Source: an optimization exercise on an open RTL-to-GDS flow (aim: small area, a short achievable clock period and few clock cycles). Production flows keep margins and buffers that such runs may drop. The RTL was checked by simulation tests, not by an equivalence proof against the original design. No activity file was given, so power comes from the tool's default toggle rates.

**flow/design.v**
```verilog
package hart_mem_pkg;
    typedef logic [32-1:0] word_t;
    typedef logic [4-1:0] byte_mask_t;
    typedef enum logic [1:0] {
        LS_BYTE = 2'd0,
        LS_HALF = 2'd1,
        LS_WORD = 2'd2
    } ls_size_e;
    typedef enum logic [1:0] {
        OWN_NONE   = 2'd0,
        OWN_ICACHE = 2'd1,
        OWN_DCACHE = 2'd2
    } bus_owner_e;
endpackage
`timescale 1ns/1ps
module icache #(
    parameter int INDEX_BITS = 4
) (
    input  logic                i_clk,
    input  logic                i_rst_n,
    input  hart_mem_pkg::word_t i_addr,
    output hart_mem_pkg::word_t o_inst,
    output logic                o_busy,
    output logic                o_mem_ren,
    output hart_mem_pkg::word_t o_mem_addr,
    input  hart_mem_pkg::word_t i_mem_rdata,
    input  logic                i_mem_ready,
    input  logic                i_mem_valid
);
    localparam int TAG_BITS = 30 - INDEX_BITS;
    localparam int LINES    = 1 << INDEX_BITS;
    typedef enum logic [1:0] {
        S_IDLE,
        S_REQ,
        S_WAIT
    } state_e;
    state_e                state_q;
    logic [LINES-1:0]      valid_q;
    logic [TAG_BITS-1:0]   tag_q [LINES];
    hart_mem_pkg::word_t   data_q [LINES];
    logic [INDEX_BITS-1:0] index;
    logic [TAG_BITS-1:0]   tag;
    logic                  hit;
    assign index = i_addr[2 +: INDEX_BITS];
    assign tag   = i_addr[INDEX_BITS+2 +: TAG_BITS];
    assign hit   = valid_q[index] && (tag_q[index] == tag);
    assign o_inst = data_q[index];
    assign o_busy = !hit;
    assign o_mem_ren  = (state_q == S_REQ);
    assign o_mem_addr = {i_addr[32-1:2], 2'b00};
    always_ff @(posedge i_clk) begin
        if (!i_rst_n) begin
            state_q <= S_IDLE;
            valid_q <= '0;
        end else begin
            case (state_q)
                S_IDLE: begin
                    if (!hit) begin
                        state_q <= S_REQ;
                    end
                end
                S_REQ: begin
                    if (i_mem_ready) begin
                        state_q <= S_WAIT;
                    end
                end
                S_WAIT: begin
                    if (i_mem_valid) begin
                        valid_q[index] <= 1'b1;
                        state_q        <= S_IDLE;
                    end
                end
                default: state_q <= S_IDLE;
            endcase
        end
    end
    always_ff @(posedge i_clk) begin
        if ((state_q == S_WAIT) && i_mem_valid) begin
            tag_q[index]  <= tag;
            data_q[index] <= i_mem_rdata;
        end
    end
endmodule
`timescale 1ns/1ps
module dcache #(
    parameter int INDEX_BITS = 4
) (
    input  logic                     i_clk,
    input  logic                     i_rst_n,
    input  logic                     i_req_ren,
    input  logic                     i_req_wen,
    input  hart_mem_pkg::word_t      i_req_addr,
    input  hart_mem_pkg::word_t      i_req_wdata,
    input  hart_mem_pkg::byte_mask_t i_req_mask,
    output hart_mem_pkg::word_t      o_res_rdata,
    output logic                     o_busy,
    output logic                     o_mem_ren,
    output logic                     o_mem_wen,
    output hart_mem_pkg::word_t      o_mem_addr,
    output hart_mem_pkg::word_t      o_mem_wdata,
    input  hart_mem_pkg::word_t      i_mem_rdata,
    input  logic                     i_mem_ready,
    input  logic                     i_mem_valid
);
    localparam int TAG_BITS = 30 - INDEX_BITS;
    localparam int LINES    = 1 << INDEX_BITS;
    typedef enum logic [2:0] {
        S_IDLE,
        S_FILL_REQ,
        S_FILL_WAIT,
        S_WRITE,
        S_DONE
    } state_e;
    state_e                state_q;
    logic [LINES-1:0]      valid_q;
    logic [TAG_BITS-1:0]   tag_q [LINES];
    hart_mem_pkg::word_t   data_q [LINES];
    logic [INDEX_BITS-1:0] index;
    logic [TAG_BITS-1:0]   tag;
    logic                  hit;
    hart_mem_pkg::word_t   line;
    hart_mem_pkg::word_t   merged;
    assign index = i_req_addr[2 +: INDEX_BITS];
    assign tag   = i_req_addr[INDEX_BITS+2 +: TAG_BITS];
    assign hit   = valid_q[index] && (tag_q[index] == tag);
    assign line  = data_q[index];
    always_comb begin
        for (int b = 0; b < 4; b++) begin
            merged[8*b +: 8] = i_req_mask[b] ? i_req_wdata[8*b +: 8] : line[8*b +: 8];
        end
    end
    assign o_res_rdata = line;
    always_comb begin
        case (state_q)
            S_IDLE:  o_busy = i_req_wen || (i_req_ren && !hit);
            S_DONE:  o_busy = 1'b0;
            default: o_busy = 1'b1;
        endcase
    end
    assign o_mem_ren   = (state_q == S_FILL_REQ);
    assign o_mem_wen   = (state_q == S_WRITE);
    assign o_mem_addr  = {i_req_addr[32-1:2], 2'b00};
    assign o_mem_wdata = merged;
    always_ff @(posedge i_clk) begin
        if (!i_rst_n) begin
            state_q <= S_IDLE;
            valid_q <= '0;
        end else begin
            case (state_q)
                S_IDLE: begin
                    if (i_req_wen) begin
                        state_q <= hit ? S_WRITE : S_FILL_REQ;
                    end else if (i_req_ren && !hit) begin
                        state_q <= S_FILL_REQ;
                    end
                end
                S_FILL_REQ: begin
                    if (i_mem_ready) begin
                        state_q <= S_FILL_WAIT;
                    end
                end
                S_FILL_WAIT: begin
                    if (i_mem_valid) begin
                        valid_q[index] <= 1'b1;
                        state_q        <= S_IDLE;
                    end
                end
                S_WRITE: begin
                    if (i_mem_ready) begin
                        state_q <= S_DONE;
                    end
                end
                S_DONE:  state_q <= S_IDLE;
                default: state_q <= S_IDLE;
            endcase
        end
    end
    always_ff @(posedge i_clk) begin
        if ((state_q == S_FILL_WAIT) && i_mem_valid) begin
            tag_q[index]  <= tag;
            data_q[index] <= i_mem_rdata;
        end else if ((state_q == S_WRITE) && i_mem_ready) begin
            data_q[index] <= merged;
        end
    end
endmodule
`timescale 1ns/1ps
module mem_arbiter (
    input  logic                i_clk,
    input  logic                i_rst_n,
    input  logic                i_ic_ren,
    input  hart_mem_pkg::word_t i_ic_addr,
    output logic                o_ic_ready,
    output logic                o_ic_valid,
    input  logic                i_dc_ren,
    input  logic                i_dc_wen,
    input  hart_mem_pkg::word_t i_dc_addr,
    input  hart_mem_pkg::word_t i_dc_wdata,
    output logic                o_dc_ready,
    output logic                o_dc_valid,
    output logic                o_mem_ren,
    output logic                o_mem_wen,
    output hart_mem_pkg::word_t o_mem_addr,
    output hart_mem_pkg::word_t o_mem_wdata,
    input  hart_mem_pkg::word_t i_mem_rdata,
    input  logic                i_mem_valid,
    input  logic                i_mem_ready
);
    hart_mem_pkg::bus_owner_e owner_q;
    hart_mem_pkg::bus_owner_e owner;
    logic                     ic_sel;
    logic                     dc_sel;
    always_comb begin
        owner = owner_q;
        if (owner_q == hart_mem_pkg::OWN_NONE) begin
            if (i_ic_ren) begin
                owner = hart_mem_pkg::OWN_ICACHE;
            end else if (i_dc_ren || i_dc_wen) begin
                owner = hart_mem_pkg::OWN_DCACHE;
            end
        end
    end
    assign ic_sel = (owner == hart_mem_pkg::OWN_ICACHE);
    assign dc_sel = (owner == hart_mem_pkg::OWN_DCACHE);
    assign o_mem_ren   = (ic_sel && i_ic_ren) || (dc_sel && i_dc_ren);
    assign o_mem_wen   = dc_sel && i_dc_wen;
    assign o_mem_addr  = dc_sel ? i_dc_addr : i_ic_addr;
    assign o_mem_wdata = dc_sel ? i_dc_wdata : '0;
    assign o_ic_ready = ic_sel && i_mem_ready;
    assign o_ic_valid = ic_sel && i_mem_valid;
    assign o_dc_ready = dc_sel && i_mem_ready;
    assign o_dc_valid = dc_sel && i_mem_valid;
    always_ff @(posedge i_clk) begin
        if (!i_rst_n) begin
            owner_q <= hart_mem_pkg::OWN_NONE;
        end else if (o_mem_wen && i_mem_ready) begin
            owner_q <= hart_mem_pkg::OWN_NONE;
        end else if (i_mem_valid) begin
            owner_q <= hart_mem_pkg::OWN_NONE;
        end else begin
            owner_q <= owner;
        end
    end
endmodule
`timescale 1ns/1ps
module lsu (
    input  logic                     i_ls_read,
    input  logic                     i_ls_write,
    input  hart_mem_pkg::word_t      i_ls_addr,
    input  hart_mem_pkg::word_t      i_ls_wdata,
    input  hart_mem_pkg::ls_size_e   i_ls_size,
    input  logic                     i_ls_unsigned,
    input  hart_mem_pkg::word_t      i_dc_rdata,
    output logic                     o_dc_ren,
    output logic                     o_dc_wen,
    output hart_mem_pkg::word_t      o_dc_addr,
    output hart_mem_pkg::word_t      o_dc_wdata,
    output hart_mem_pkg::byte_mask_t o_dc_mask,
    output hart_mem_pkg::word_t      o_ls_rdata,
    output logic                     o_ls_trap
);
    logic [1:0]          offset;
    logic [4:0]          lane_shift;
    logic                misaligned;
    logic                sign_bit;
    hart_mem_pkg::word_t shifted;
    assign offset     = i_ls_addr[1:0];
    assign lane_shift = {offset, 3'b000};
    assign misaligned = ((i_ls_size == hart_mem_pkg::LS_HALF) && offset[0]) ||
                        ((i_ls_size == hart_mem_pkg::LS_WORD) && (offset != 2'b00));
    assign o_ls_trap = (i_ls_read || i_ls_write) && misaligned;
    assign o_dc_ren  = i_ls_read && !misaligned;
    assign o_dc_wen  = i_ls_write && !misaligned;
    assign o_dc_addr = {i_ls_addr[31:2], 2'b00};
    assign o_dc_wdata = i_ls_wdata << lane_shift;
    always_comb begin
        case (i_ls_size)
            hart_mem_pkg::LS_BYTE: o_dc_mask = 4'b0001 << offset;
            hart_mem_pkg::LS_HALF: o_dc_mask = 4'b0011 << offset;
            default:               o_dc_mask = 4'b1111;
        endcase
    end
    assign shifted = i_dc_rdata >> lane_shift;
    always_comb begin
        sign_bit = 1'b0;
        case (i_ls_size)
            hart_mem_pkg::LS_BYTE: begin
                sign_bit   = !i_ls_unsigned && shifted[7];
                o_ls_rdata = {{24{sign_bit}}, shifted[7:0]};
            end
            hart_mem_pkg::LS_HALF: begin
                sign_bit   = !i_ls_unsigned && shifted[15];
                o_ls_rdata = {{16{sign_bit}}, shifted[15:0]};
            end
            default: o_ls_rdata = shifted;
        endcase
    end
endmodule
`timescale 1ns/1ps
module hart_mem_sys (
    input  logic                   i_clk,
    input  logic                   i_rst_n,
    input  logic [31:0]            i_fetch_addr,
    output logic [31:0]            o_fetch_inst,
    output logic                   o_fetch_busy,
    input  logic                   i_ls_read,
    input  logic                   i_ls_write,
    input  logic [31:0]            i_ls_addr,
    input  logic [31:0]            i_ls_wdata,
    input  logic [1:0]             i_ls_size,
    input  logic                   i_ls_unsigned,
    output logic [31:0]            o_ls_rdata,
    output logic                   o_ls_trap,
    output logic                   o_ls_busy,
    output logic                   o_mem_ren,
    output logic                   o_mem_wen,
    output logic [31:0]            o_mem_addr,
    output logic [31:0]            o_mem_wdata,
    input  logic [31:0]            i_mem_rdata,
    input  logic                   i_mem_valid,
    input  logic                   i_mem_ready
);
    logic ic_mem_ren, ic_mem_ready, ic_mem_valid;
    hart_mem_pkg::word_t ic_mem_addr;
    logic dc_mem_ren, dc_mem_wen, dc_mem_ready, dc_mem_valid;
    hart_mem_pkg::word_t dc_mem_addr, dc_mem_wdata;
    logic dc_ren, dc_wen;
    hart_mem_pkg::word_t dc_addr, dc_wdata, dc_rdata;
    hart_mem_pkg::byte_mask_t dc_mask;
    icache #(.INDEX_BITS(4)) u_icache (
        .i_clk(i_clk), .i_rst_n(i_rst_n), .i_addr(i_fetch_addr),
        .o_inst(o_fetch_inst), .o_busy(o_fetch_busy),
        .o_mem_ren(ic_mem_ren), .o_mem_addr(ic_mem_addr), .i_mem_rdata(i_mem_rdata),
        .i_mem_ready(ic_mem_ready), .i_mem_valid(ic_mem_valid)
    );
    dcache #(.INDEX_BITS(4)) u_dcache (
        .i_clk(i_clk), .i_rst_n(i_rst_n),
        .i_req_ren(dc_ren), .i_req_wen(dc_wen), .i_req_addr(dc_addr),
        .i_req_wdata(dc_wdata), .i_req_mask(dc_mask),
        .o_res_rdata(dc_rdata), .o_busy(o_ls_busy),
        .o_mem_ren(dc_mem_ren), .o_mem_wen(dc_mem_wen), .o_mem_addr(dc_mem_addr),
        .o_mem_wdata(dc_mem_wdata), .i_mem_rdata(i_mem_rdata),
        .i_mem_ready(dc_mem_ready), .i_mem_valid(dc_mem_valid)
    );
    lsu u_lsu (
        .i_ls_read(i_ls_read), .i_ls_write(i_ls_write), .i_ls_addr(i_ls_addr),
        .i_ls_wdata(i_ls_wdata), .i_ls_size(hart_mem_pkg::ls_size_e'(i_ls_size)), .i_ls_unsigned(i_ls_unsigned),
        .i_dc_rdata(dc_rdata), .o_dc_ren(dc_ren), .o_dc_wen(dc_wen), .o_dc_addr(dc_addr),
        .o_dc_wdata(dc_wdata), .o_dc_mask(dc_mask),
        .o_ls_rdata(o_ls_rdata), .o_ls_trap(o_ls_trap)
    );
    mem_arbiter u_arbiter (
        .i_clk(i_clk), .i_rst_n(i_rst_n),
        .i_ic_ren(ic_mem_ren), .i_ic_addr(ic_mem_addr),
        .o_ic_ready(ic_mem_ready), .o_ic_valid(ic_mem_valid),
        .i_dc_ren(dc_mem_ren), .i_dc_wen(dc_mem_wen), .i_dc_addr(dc_mem_addr),
        .i_dc_wdata(dc_mem_wdata), .o_dc_ready(dc_mem_ready), .o_dc_valid(dc_mem_valid),
        .o_mem_ren(o_mem_ren), .o_mem_wen(o_mem_wen), .o_mem_addr(o_mem_addr),
        .o_mem_wdata(o_mem_wdata), .i_mem_rdata(i_mem_rdata),
        .i_mem_valid(i_mem_valid), .i_mem_ready(i_mem_ready)
    );
endmodule
```
**flow/run.sh**
```bash
#!/bin/bash
# synth_recipe.tcl (not shown) runs the flow's synth.tcl, then flattens the netlist and writes it again
# the make line also repeats each setting of config.mk as NAME=value (left out here)
make -C /OpenROAD-flow-scripts/flow DESIGN_CONFIG=/design/flow/config.mk WORK_HOME=/design/flow/orfs CLKGATE_MAP_FILE= SYNTH_SCRIPT=/design/flow/synth_recipe.tcl finish
```
**flow/config.mk**
```make
export PLATFORM = sky130hd
export DESIGN_NAME = hart_mem_sys
export DESIGN_NICKNAME = hart_mem_sys
export VERILOG_FILES = /design/flow/design.v
export SDC_FILE = /design/flow/constraint.sdc
export NUM_CORES = 4
export LEC_CHECK = 0
export CAP_MARGIN = 20
export CORE_MARGIN = 2
export CORE_UTILIZATION = 40
export PLACE_DENSITY = 0.6
export SLEW_MARGIN = 20
```
**flow/constraint.sdc**
```tcl
create_clock -name core_clock -period 6.0 [get_ports {i_clk}]
set_input_delay 1.2000 -clock core_clock [delete_from_list [all_inputs] [get_ports {i_clk}]]
set_output_delay 1.2000 -clock core_clock [all_outputs]
set_load 0.01 [all_outputs]
```
==> summary.txt <==
• timing/DRC/antenna clean — outcome
• built — clock tree from TritonCTS
• 40.1% — starting utilization of the core area
• 19.9% — combined global-route utilization of all metal layers
• 117 mm — Detailed Place HPWL
• 274 mm — first-pass GRT wire length
• 191000 µm² — die area
• 173 MHz — maximum frequency from static timing analysis
• 21.1 µm² — Syn Area/Cell
• 85 — largest net degree at the start of global routing
• edfxtp_1 — post-synth top area cell
• edfxtp_1 — most common library cell in the layout ignoring fill and taps
• flop to flop — worst hold-check path type
• 8 — number of antenna violations at the first check in global routing
• 1100 ps — slew at the pin with the worst max-slew slack
• clkbuf_16 — CTS root buf
• 32 — largest fanout of any net on the critical path
• output pin — Worst setup EP type
• 224 µV — Worst IR Drop VDD
• 0 — Max Cap Viol
• 3729 — Starting DRT DRC Count
• 5.56 — post-detailed-route via-to-cell ratio
• 38300 — number of global-route vias before repair
• input port to output pin — start-to-end type of the worst setup path
• 0 — final routed DRC violation total
• 187000 µm² — total core area
• 4580 ps — CP Data Arrival Time
• 5780 ps — min Tclk post-route
• 437 µm — die outline height
• 270 — num ports
• 28.6 µm — final routed wire length divided by cell count
• 1895 — Num Clock Sinks
• false — RSZ-0062 raised after global routing
• input port — startpoint kind of the worst setup timing path
• 1895 — synthesized flop and latch total
• 0% — async set-or-reset flop fraction in the synthesized netlist
• 75100 µm² — netlist area before placement
• 65 — number of distinct library cells after synthesis
• 216 ps — slack of the critical path
• 0 — final number of setup-violating endpoints
• 810 ps — clock latency on the worst-skew pair
• 60 ps — Clock transition at path regs
• 0 — number of routed nets with antenna violations
• 5 — DR pass1 iterations
• 37300 — via count
• edfxtp_1, mux4_2, mux2i_1 — synth top area cells
• 24.3 ps — Max Clock Skew
• 3553 — number of standard cells after synthesis
• 192 mm — total wire length after detailed routing
• 4 — Synth warnings
• 1856 — count of flip-flops with a built-in enable after synthesis
• 17.9% — layout overhead on the synthesized area
• 265 — Port Buf Inserts
• edfxtp_1, mux4_2, clkdlybuf4s50_1 — most used cells in the layout excluding fill and tap cells
• 4212 — Final #Nets
• 159 — # rows
• 0 — total gr overflow
• 437 µm — horizontal die dimension
• 49.6 ps — worst slack at placement
• 0 — fin. max-slew vios
• 26.5% — Relative slew margins
• 75.2% — sequential share of the synthesized area
• 0.852 — Final GP Congestion
• 0 — final hold viol count
• 3 — deepest clock path buffer count
• 0 — total setup buffers inserted after CTS
• 74.2% — fraction of synthesized cell area taken by the top area cell type
• 312 nW/µm² — power density cells
• 4800 ps — CP required
• 26.0% — layout cell share with drive strength beyond 1
• 15300 — Filler Cell Count
• 186 — number of CTS-inserted buffers
• edfxtp_1 — Main synth FF type
• 96.4% — final worst path period share
• 4 — deepest level of the CTS H-tree
• 0 ps — total negative slack for setup checks
• 28.1 nW — LEAKAGE
==> path summary, 6_finish.rpt <==
path                        startpoint                    end  slack [ps]  cells past startpoint
setup / recovery          i_ls_addr[2]          o_ls_rdata[3]         220                     11
hold / removal    u_icache.valid_q[14]   u_icache.valid_q[14]         470                      1
setup reg to reg   u_dcache.state_q[0]  u_dcache.tag_q[4][16]        2040                      8
hold reg to reg   u_icache.valid_q[14]   u_icache.valid_q[14]         470                      1
==> registers in the layout (all words and copies together) (netlist names) <==
register           cells
u_arbiter.owner_q      2
u_icache.valid_q      16
u_dcache.valid_q      16
u_icache.data_q      512
u_dcache.tag_q       416
u_dcache.data_q      512
u_icache.tag_q       416
u_dcache.state_q       3
u_icache.state_q       2
==> power breakdown <==
part	switching (mW)	total [mW]	internal (mW)
sequential	0.0107	14.5	14.5
clock	4.88	11.0	6.15
combinational	1.16	2.06	0.900
==> repair_timing <==
action / CTS / global route
setup endpoints to repair: 0 / 1
hold buffers: 0 / 0
gates resized for setup: 0 / 6
==> critical path: stages <==
cell and delay [ps]:
buf_8 150, buf_12 210, buf_12 230, buf_12 290
buf_12 220, mux4_2 530, mux4_2 600, a211oi_1 340
buf_4 190, a21oi_1 50, clkdlybuf4s50_1 520
==> synthesized netlist by cell type, drive strengths merged, types with 6 or more instances <==
library cell,n
edfxtp,1856
nand4,8
xnor2,45
dfxtp,39
nor3,19
nor2,117
o21ai,80
ha,10
a31oi,7
a21oi,73
nand3,11
inv,18
and3,8
clkbuf,95
nand2,182
a221oi,6
mux2i,141
buf,102
nand3b,6
mux2,6
a211oi,26
nor2b,46
a22oi,37
mux4,526
xor2,21
nand2b,8
==> through the flow <==
step                hold slack (ps)  power (mW)  std cells  util [%]  cell area (µm²)
CTS                             469        27.9       6706      47.3            88500
floorplan                       424        15.9       3554         -            75100
global placement                440        16.9       6372      44.2            82800
finish                          466        27.6       6716      47.3            88500
detailed placement              455        16.9       6372      44.2            82800
global route                    495        28.5       6709      47.3            88500
==> routing by layer <==
layer  track usage, %  vias to the layer above  wire [µm]
li1                 -                    15800          -
met2             34.0                     1149      98100
met3             2.83                      303       9990
met5                0                        -         19
met1             26.0                    20100      77400
met4             7.00                        2       6230
==> layout make-up <==
type | instances | area (µm²) | share of cell area [%]
repair buffers | 520 | 5110 | 5.77
well taps | 2495 | 3120 | 3.53
flip-flops and latches | 1895 | 56500 | 63.8
multi-input cells | 1443 | 18000 | 20.3
diodes | 10 | 25.0 | 0.0283
clock inverters | 90 | 751 | 0.848
clock buffers | 244 | 4940 | 5.58
inverters | 19 | 71.3 | 0.0805
==> kinds of logic (layout without fill, tap and decap cells) <==
| kind of cell | Yosys count | in the layout | share of synthesized area, % |
|---|---|---|---|
| multiplexers | 673 | 673 | 17.8 |
| AND/OR/NAND/NOR | 426 | 426 | 2.54 |
| adder cells (fa/ha/maj) | 10 | 10 | 0.167 |
| buffers and inverters | 216 | 873 | 1.34 |
| flip-flops | 1895 | 1895 | 75.2 |
| AO/OA/AOI/OAI | 266 | 266 | 2.19 |
| other | 1 | 12 | 0.00499 |
| XOR/XNOR | 66 | 66 | 0.770 |
Testbench counts, summed over its fixed seeds: cycles 147,554.

-- separate check: timing with driven ports --
The results above use ideal ports. As a check the final layout listed here was re-extracted and re-timed, cells and wires unchanged. Step 1 assumes that a clkbuf_16 drives the clock port and a buf_2 every other input. Step 2 times the ports against the registers' clock, not the clock port: input delays grow and output delays shrink by t, the midpoint of the rising clock arrivals with the driver on. Three values: no drivers, after step 1, after step 2; two values: the first two.
shift t [ns]: 0.886
slack for setup (ns): 0.216 / 0.127 / 0.127
hold slack, ns: 0.466 / 0.466 / 0.466
worst setup path at the end: input to output
latest minus earliest clock arrival (ns): 0.030 / 0.030
After both steps setup and hold are still met in this run. The setup slack of this run moves by -0.089 ns with the drivers and by -0.089 ns with both steps.
